What follows belongs to an exercise in optimizing a design on an open flow for small area and a short achievable clock period; a production flow would make more cautious choices. Where RTL was checked, it was by simulation tests only, not by an equivalence proof against the original. No activity file was given, so power comes from the tool's default toggle rates.

try-juniper:
==> flow/design.v <==
package mem_pkg;
   localparam int WORD_W = 32;
   localparam int REG_ADDR_W = 4;
   localparam int DEF_BASE_ADDR = 1024;
endpackage
import mem_pkg::*;
module data_mem #(
   parameter int DEPTH = 64,
   parameter int SP = 4,
   parameter int NT = DEPTH / SP
) (
   input  logic              clk,
   input  logic              we,      
   input  logic [NT-1:0]     at,      
   input  logic [WORD_W-1:0] wdata,
   output logic [WORD_W-1:0] rdata    
);
   logic [DEPTH-1:0][WORD_W-1:0] ring;
   for (genvar i = 0; i < DEPTH; i++) begin : g_ring
      if (i % SP == 0) begin : g_tap
         always_ff @(posedge clk)
            ring[i] <= (we && at[i / SP]) ? wdata : ring[(i + DEPTH - 1) % DEPTH];
      end else begin : g_shift
         always_ff @(posedge clk)
            ring[i] <= ring[i - 1];
      end
   end
   always_comb begin
      rdata = '0;
      for (int j = 0; j < NT; j++)
         rdata = rdata | ({WORD_W{at[j]}} & ring[(j * SP + DEPTH - 1) % DEPTH]);
   end
endmodule
import mem_pkg::*;
module mem_stage #(
   parameter int DEPTH = 64,
   parameter int BASE_ADDR = DEF_BASE_ADDR
) (
   input  logic                  clk,
   input  logic                  rst,
   input  logic                  wb_en_in,
   input  logic                  mem_read_en_in,
   input  logic                  mem_write_en_in,
   input  logic [WORD_W-1:0]     alu_res_in,
   input  logic [WORD_W-1:0]     val_Rm_in,
   input  logic [REG_ADDR_W-1:0] dest_in,
   output logic                  ready,
   output logic                  wb_en,
   output logic                  mem_read_en,
   output logic [WORD_W-1:0]     alu_res,
   output logic [WORD_W-1:0]     mem_data,
   output logic [REG_ADDR_W-1:0] dest,
   output logic                  addr_err
);
   localparam int AW = $clog2(DEPTH);
   localparam int SP = 4;
   localparam int NT = DEPTH / SP;
   logic busy, s1, s2, s3, s4, done, done_n;
   logic req, in_range, wr_q, ok_q, wacc_q;
   logic [AW-1:0] phase, u;
   logic [NT-1:0] tap_q;
   logic [SP-1:0] hit_q;
   logic [WORD_W-1:0] rdata, hold, word;
   assign req = mem_read_en_in | mem_write_en_in;
   assign ready = ~(done_n & (busy | req));
   assign wb_en = wb_en_in & ready;
   assign mem_read_en = mem_read_en_in & done;    
   assign alu_res = alu_res_in;
   assign dest = dest_in;
   assign in_range = alu_res_in[WORD_W-1:AW+2] == (WORD_W-AW-2)'(BASE_ADDR >> (AW + 2));
   always_ff @(posedge clk or negedge rst)
      if (!rst) begin
         {busy, s1, s2, s3, s4, done} <= '0;
         done_n <= 1'b1;
         wacc_q <= 1'b0;
         addr_err <= 1'b0;
      end else begin
         busy <= (~busy & req) | s1 | s2 | s3 | s4;
         s1 <= ~busy & req;
         s2 <= s1;
         s3 <= s2;
         s4 <= s3;
         done <= s4;
         done_n <= ~s4;
         wacc_q <= (~busy & mem_write_en_in & in_range) | (wacc_q & ~s4);
         if (s4 && !ok_q) addr_err <= 1'b1;
      end
   always_ff @(posedge clk)
      phase <= phase + AW'(1);
   assign u = alu_res_in[AW+1:2] + phase;
   always_ff @(posedge clk)
      if (!busy) begin
         for (int j = 0; j < NT; j++)
            tap_q[j] <= in_range && u[AW-1:2] == (AW-2)'(j);    
         for (int k = 0; k < SP; k++)
            hit_q[k] <= u[1:0] == 2'(SP - 1 - k);
         wr_q <= mem_write_en_in;
         ok_q <= in_range;
      end else begin
         hit_q <= hit_q >> 1;
      end
   data_mem #(.DEPTH(DEPTH), .SP(SP)) u_mem (
      .clk(clk),
      .we(wacc_q & hit_q[0]),
      .at(tap_q),
      .wdata(val_Rm_in),
      .rdata(rdata)
   );
   assign word = hit_q[0] ? rdata : hold;
   always_ff @(posedge clk)
      hold <= word;
   always_ff @(posedge clk or negedge rst)
      if (!rst) mem_data <= '0;
      else if (s4 && !wr_q) mem_data <= word;
endmodule
clock: 4.0 ns
lec_check: 0
abc_clock_period_in_ps: 2000
cap_margin: 20
core_margin: 2
core_utilization: 75
place_density: 0.8
setup_slack_margin: 1.9
slew_margin: 20
standard.sh (not shown) runs the stock make flow with config.mk's settings and CLKGATE_MAP_FILE= SYNTH_SCRIPT=/design/flow/synth_recipe.tcl, a recipe that flattens the netlist after the stock synthesis.
==> flow/flow/run.sh <==
#!/bin/bash
# Layout flow: the standard ORFS flow (standard.sh, unchanged synthesis),
# with the port buffers made plain buffers and clock tree synthesis run
# without dummy loads. Each tool's output goes to standard.log here.
set -euo pipefail
bash standard.sh \
   "BUFFER_PORTS_ARGS=-buffer_cell sky130_fd_sc_hd__buf_2" \
   "CTS_ARGS=-sink_clustering_enable -repair_clock_nets -dont_use_dummy_load -sink_clustering_size 30 -sink_clustering_max_diameter 60" \
   finish > standard.log 2>&1
Relative to try-juniper, the following input files were edited for try-willow:
diff --git a/flow/design.v b/flow/design.v
--- a/flow/design.v
+++ b/flow/design.v
@@ -9,18 +9,20 @@
    parameter int SP = 4,
    parameter int NT = DEPTH / SP
 ) (
    input  logic              clk,
-   input  logic              we,      
+   input  logic [NT-1:0]     we,      
+   input  logic [NT-1:0]     keep,    
    input  logic [NT-1:0]     at,      
    input  logic [WORD_W-1:0] wdata,
    output logic [WORD_W-1:0] rdata    
 );
    logic [DEPTH-1:0][WORD_W-1:0] ring;
    for (genvar i = 0; i < DEPTH; i++) begin : g_ring
       if (i % SP == 0) begin : g_tap
          always_ff @(posedge clk)
-            ring[i] <= (we && at[i / SP]) ? wdata : ring[(i + DEPTH - 1) % DEPTH];
+            ring[i] <= ({WORD_W{we[i / SP]}} & wdata)
+                     | ({WORD_W{keep[i / SP]}} & ring[(i + DEPTH - 1) % DEPTH]);
       end else begin : g_shift
          always_ff @(posedge clk)
             ring[i] <= ring[i - 1];
       end
@@ -54,24 +56,25 @@
 );
    localparam int AW = $clog2(DEPTH);
    localparam int SP = 4;
    localparam int NT = DEPTH / SP;
-   logic busy, s1, s2, s3, s4, done, done_n;
-   logic req, in_range, wr_q, ok_q, wacc_q;
+   logic busy, s1, s2, s3, s4, done, done_n, acc;
+   logic req, in_range, wr_q, ok_q, wacc_q, wacc_n, hit_n;
    logic [AW-1:0] phase, u;
-   logic [NT-1:0] tap_q;
+   logic [NT-1:0] tap_q, tap_n, we, keep_q;
    logic [SP-1:0] hit_q;
    logic [WORD_W-1:0] rdata, hold, word;
    assign req = mem_read_en_in | mem_write_en_in;
-   assign ready = ~(done_n & (busy | req));
+   assign ready = ~(acc | (done_n & req));
    assign wb_en = wb_en_in & ready;
    assign mem_read_en = mem_read_en_in & done;    
    assign alu_res = alu_res_in;
    assign dest = dest_in;
    assign in_range = alu_res_in[WORD_W-1:AW+2] == (WORD_W-AW-2)'(BASE_ADDR >> (AW + 2));
+   assign wacc_n = (~busy & mem_write_en_in & in_range) | (wacc_q & ~s4);
    always_ff @(posedge clk or negedge rst)
       if (!rst) begin
-         {busy, s1, s2, s3, s4, done} <= '0;
+         {busy, s1, s2, s3, s4, done, acc} <= '0;
          done_n <= 1'b1;
          wacc_q <= 1'b0;
          addr_err <= 1'b0;
       end else begin
@@ -81,28 +84,38 @@
          s3 <= s2;
          s4 <= s3;
          done <= s4;
          done_n <= ~s4;
-         wacc_q <= (~busy & mem_write_en_in & in_range) | (wacc_q & ~s4);
+         acc <= (~busy & req) | s1 | s2 | s3;
+         wacc_q <= wacc_n;
          if (s4 && !ok_q) addr_err <= 1'b1;
       end
    always_ff @(posedge clk)
       phase <= phase + AW'(1);
    assign u = alu_res_in[AW+1:2] + phase;
-   always_ff @(posedge clk)
+   for (genvar j = 0; j < NT; j++) begin : g_tap
+      assign tap_n[j] = busy ? tap_q[j] : u[AW-1:2] == (AW-2)'(j);
+   end
+   assign hit_n = busy ? hit_q[1] : u[1:0] == 2'(SP - 1);
+   always_ff @(posedge clk) begin
+      tap_q <= tap_n;
       if (!busy) begin
-         for (int j = 0; j < NT; j++)
-            tap_q[j] <= in_range && u[AW-1:2] == (AW-2)'(j);    
          for (int k = 0; k < SP; k++)
             hit_q[k] <= u[1:0] == 2'(SP - 1 - k);
          wr_q <= mem_write_en_in;
          ok_q <= in_range;
       end else begin
          hit_q <= hit_q >> 1;
       end
+   end
+   assign we = tap_q & {NT{hit_q[0] & wacc_q}};
+   always_ff @(posedge clk or negedge rst)
+      if (!rst) keep_q <= '1;
+      else keep_q <= ~(tap_n & {NT{hit_n & wacc_n}});
    data_mem #(.DEPTH(DEPTH), .SP(SP)) u_mem (
       .clk(clk),
-      .we(wacc_q & hit_q[0]),
+      .we(we),
+      .keep(keep_q),
       .at(tap_q),
       .wdata(val_Rm_in),
       .rdata(rdata)
    );
@@ -110,6 +123,6 @@
    always_ff @(posedge clk)
       hold <= word;
    always_ff @(posedge clk or negedge rst)
       if (!rst) mem_data <= '0;
-      else if (s4 && !wr_q) mem_data <= word;
+      else if (s4 && !wr_q) mem_data <= ok_q ? word : '0;
 endmodule
[summary]
Relative to try-juniper, overall track demand over capacity in global routing increased by 6.2 points in try-willow.
try-willow vs try-juniper, final standard cell utilization of the core went down by 1.4 points.
Going from try-juniper to try-willow, the synthesized cell area was found to have gone down by 0.79%.
Looking at length of routed wiring on met1, try-willow sits about 6% above try-juniper.
Higher cell area among try-willow and try-juniper: try-juniper
Between try-willow and try-juniper, area of the die is lower for try-willow, try-juniper comes in above that.
Clock power delta (try-juniper -> try-willow): insignificant
From try-juniper to try-willow the numbers moved as follows: adder and majority cell fraction of the synthesized area barely changed; worst setup slack after layout climbed 13 ps; total number of cells along the worst setup path climbed 2; minimum period implied by the final worst setup slack dropped 13 ps.
In try-willow the share of the clock period used by the worst path after layout turned out 0.31 points lower than in try-juniper.
Function not checked in try-juniper: the RTL went through the layout flow alone.

* * *

mem_stage, a different RTL version from the one above (not shown whole).
For scale: ~2200 flip-flops, roughly 150 I/O pins, about 54000 um^2 of cells after synthesis.
==> module mem_stage, before the edit <==
module mem_stage #(
   parameter int DEPTH = 64,
   parameter int BASE_ADDR = DEF_BASE_ADDR
) (
   input  logic                  clk,
   input  logic                  rst,
   input  logic                  wb_en_in,
   input  logic                  mem_read_en_in,
   input  logic                  mem_write_en_in,
   input  logic [WORD_W-1:0]     alu_res_in,
   input  logic [WORD_W-1:0]     val_Rm_in,
   input  logic [REG_ADDR_W-1:0] dest_in,
   output logic                  ready,
   output logic                  wb_en,
   output logic                  mem_read_en,
   output logic [WORD_W-1:0]     alu_res,
   output logic [WORD_W-1:0]     mem_data,
   output logic [REG_ADDR_W-1:0] dest,
   output logic                  addr_err
);
   localparam int AW = $clog2(DEPTH);
   localparam int SP = 4;
   localparam int NT = DEPTH / SP;
   logic busy, s1, s2, s3, s4, done;
   logic req, wr_q, ok_q, wacc_q, hit_q;
   logic [AW-1:0] phase, pos_q, pos_n;
   logic [NT-1:0] at_q;
   logic [WORD_W-1:0] rdata, hold, word;
   assign req = mem_read_en_in | mem_write_en_in;
   assign ready = done | ~(busy | req);
   assign wb_en = wb_en_in & ready;
   assign mem_read_en = mem_read_en_in & ready;
   assign alu_res = alu_res_in;
   assign dest = dest_in;
   always_ff @(posedge clk or negedge rst)
      if (!rst) begin
         {busy, s1, s2, s3, s4, done} <= '0;
         addr_err <= 1'b0;
      end else begin
         busy <= (~busy & req) | s1 | s2 | s3 | s4;
         s1 <= ~busy & req;
         s2 <= s1;
         s3 <= s2;
         s4 <= s3;
         done <= s4;
         if (s4 && !ok_q) addr_err <= 1'b1;
      end
   always_ff @(posedge clk)
      phase <= phase + AW'(1);
   assign pos_n = busy ? pos_q + AW'(1) : alu_res_in[AW+1:2] + phase + AW'(2);
   always_ff @(posedge clk) begin
      pos_q <= pos_n;
      hit_q <= pos_n[1:0] == '0;
      for (int j = 0; j < NT; j++)
         at_q[j] <= pos_n == AW'(j * SP);
      if (!busy) begin
         wr_q <= mem_write_en_in;
         ok_q <= alu_res_in[WORD_W-1:AW+2] == (WORD_W-AW-2)'(BASE_ADDR >> (AW + 2));
      end
   end
   always_ff @(posedge clk or negedge rst)
      if (!rst) wacc_q <= 1'b0;
      else wacc_q <= (~busy & mem_write_en_in & alu_res_in[WORD_W-1:AW+2] == (WORD_W-AW-2)'(BASE_ADDR >> (AW + 2)))
                     | (wacc_q & ~s4);
   data_mem #(.DEPTH(DEPTH), .SP(SP)) u_mem (
      .clk(clk),
      .we(wacc_q),
      .at(at_q),
      .wdata(val_Rm_in),
      .rdata(rdata)
   );
   assign word = hit_q ? rdata : hold;
   always_ff @(posedge clk)
      hold <= word;
   always_ff @(posedge clk or negedge rst)
      if (!rst) mem_data <= '0;
      else if (s4 && !wr_q) mem_data <= ok_q ? word : '0;
endmodule
export LEC_CHECK = 0
export ABC_CLOCK_PERIOD_IN_PS = 2000
export CAP_MARGIN = 20
export CORE_MARGIN = 2
export CORE_UTILIZATION = 65
export PLACE_DENSITY = 0.75
export SETUP_SLACK_MARGIN = 1.9
export SLEW_MARGIN = 20
create_clock -name core_clock -period 4.0 [get_ports {clk}]
==> flow/flow/run.sh <==
#!/bin/bash
# Layout flow: the standard ORFS flow (standard.sh, unchanged synthesis),
# with the port buffers made plain buffers and clock tree synthesis run
# without dummy loads. Each tool's output goes to standard.log here.
set -euo pipefail
bash standard.sh \
   "BUFFER_PORTS_ARGS=-buffer_cell sky130_fd_sc_hd__buf_2" \
   "CTS_ARGS=-sink_clustering_enable -repair_clock_nets -dont_use_dummy_load -sink_clustering_size 25 -sink_clustering_max_diameter 80" \
   finish > standard.log 2>&1
Edit:
--- a/flow/design.v
+++ b/flow/design.v
@@ -57,17 +57,20 @@
    localparam int NT = DEPTH / SP;
    logic busy, s1, s2, s3, s4, done;
-   logic req, wr_q, ok_q, wacc_q, hit_q;
-   logic [AW-1:0] phase, pos_q, pos_n;
-   logic [NT-1:0] at_q;
+   logic req, in_range, wr_q, ok_q, wacc_q;
+   logic [AW-1:0] phase, u;
+   logic [NT-1:0] tap_q;
+   logic [SP-1:0] hit_q;
    logic [WORD_W-1:0] rdata, hold, word;
    assign req = mem_read_en_in | mem_write_en_in;
    assign ready = done | ~(busy | req);
    assign wb_en = wb_en_in & ready;
-   assign mem_read_en = mem_read_en_in & ready;
+   assign mem_read_en = mem_read_en_in & done;    
    assign alu_res = alu_res_in;
    assign dest = dest_in;
+   assign in_range = alu_res_in[WORD_W-1:AW+2] == (WORD_W-AW-2)'(BASE_ADDR >> (AW + 2));
    always_ff @(posedge clk or negedge rst)
       if (!rst) begin
          {busy, s1, s2, s3, s4, done} <= '0;
+         wacc_q <= 1'b0;
          addr_err <= 1'b0;
       end else begin
@@ -78,31 +81,29 @@
          s4 <= s3;
          done <= s4;
+         wacc_q <= (~busy & mem_write_en_in & in_range) | (wacc_q & ~s4);
          if (s4 && !ok_q) addr_err <= 1'b1;
       end
    always_ff @(posedge clk)
       phase <= phase + AW'(1);
-   assign pos_n = busy ? pos_q + AW'(1) : alu_res_in[AW+1:2] + phase + AW'(2);
-   always_ff @(posedge clk) begin
-      pos_q <= pos_n;
-      hit_q <= pos_n[1:0] == '0;
-      for (int j = 0; j < NT; j++)
-         at_q[j] <= pos_n == AW'(j * SP);
+   assign u = alu_res_in[AW+1:2] + phase;
+   always_ff @(posedge clk)
       if (!busy) begin
+         for (int j = 0; j < NT; j++)
+            tap_q[j] <= u[AW-1:2] == (AW-2)'(j);
+         for (int k = 0; k < SP; k++)
+            hit_q[k] <= u[1:0] == 2'(SP - 1 - k);
          wr_q <= mem_write_en_in;
-         ok_q <= alu_res_in[WORD_W-1:AW+2] == (WORD_W-AW-2)'(BASE_ADDR >> (AW + 2));
+         ok_q <= in_range;
+      end else begin
+         hit_q <= hit_q >> 1;
       end
-   end
-   always_ff @(posedge clk or negedge rst)
-      if (!rst) wacc_q <= 1'b0;
-      else wacc_q <= (~busy & mem_write_en_in & alu_res_in[WORD_W-1:AW+2] == (WORD_W-AW-2)'(BASE_ADDR >> (AW + 2)))
-                     | (wacc_q & ~s4);
    data_mem #(.DEPTH(DEPTH), .SP(SP)) u_mem (
       .clk(clk),
-      .we(wacc_q),
-      .at(at_q),
+      .we(wacc_q & hit_q[0]),
+      .at(tap_q),
       .wdata(val_Rm_in),
       .rdata(rdata)
    );
-   assign word = hit_q ? rdata : hold;
+   assign word = hit_q[0] ? rdata : hold;
    always_ff @(posedge clk)
       hold <= word;
Outcome:
- wire length grows by 1.3%
- via count grows by 0.46%
- setup slack barely changes
- cell count grows by 0.37%
- total power grows by 1.2%
- sequential cell count shrinks by 3
- cell area grows by 0.46%
- global-route usage grows by 0.13 points
- hold slack improves by 7.8 ps
- synthesized area grows by 0.59%
No functional check of the RTL was part of the first run of this note.

==> port drivers added, routing unchanged <==
The results above use ideal ports. As a check the final layouts listed here were re-extracted and re-timed, cells and wires unchanged. Step 1 assumes that a clkbuf_16 drives the clock port and a buf_2 every other input. Step 2 also shifts input and output timing later by t, the mid clock arrival at the registers, as if the neighbouring blocks saw the same clock. a / b / c = no drivers / after step 1 / after step 2; a / b = the first two.
run	t, ns	slack for setup (ns)	worst register clock-pin slew, ns	worst data-port slew with drivers (ns)
try-juniper	0.721	1.649 / 1.581 / 1.344	0.11 / 0.11	0.12
try-willow	0.721	1.661 / 1.601 / 1.300	0.11 / 0.11	0.14
the first run of note 2	0.705	1.636 / 1.583 / 1.034	0.10 / 0.10	0.09
the second run of note 2	0.716	1.638 / 1.572 / 1.100	0.10 / 0.10	0.09
After both steps every run listed still meets setup and hold. For the first run of note 2, which loses most, drivers alone change the setup slack by -0.053 ns; drivers and shift together by -0.602 ns.
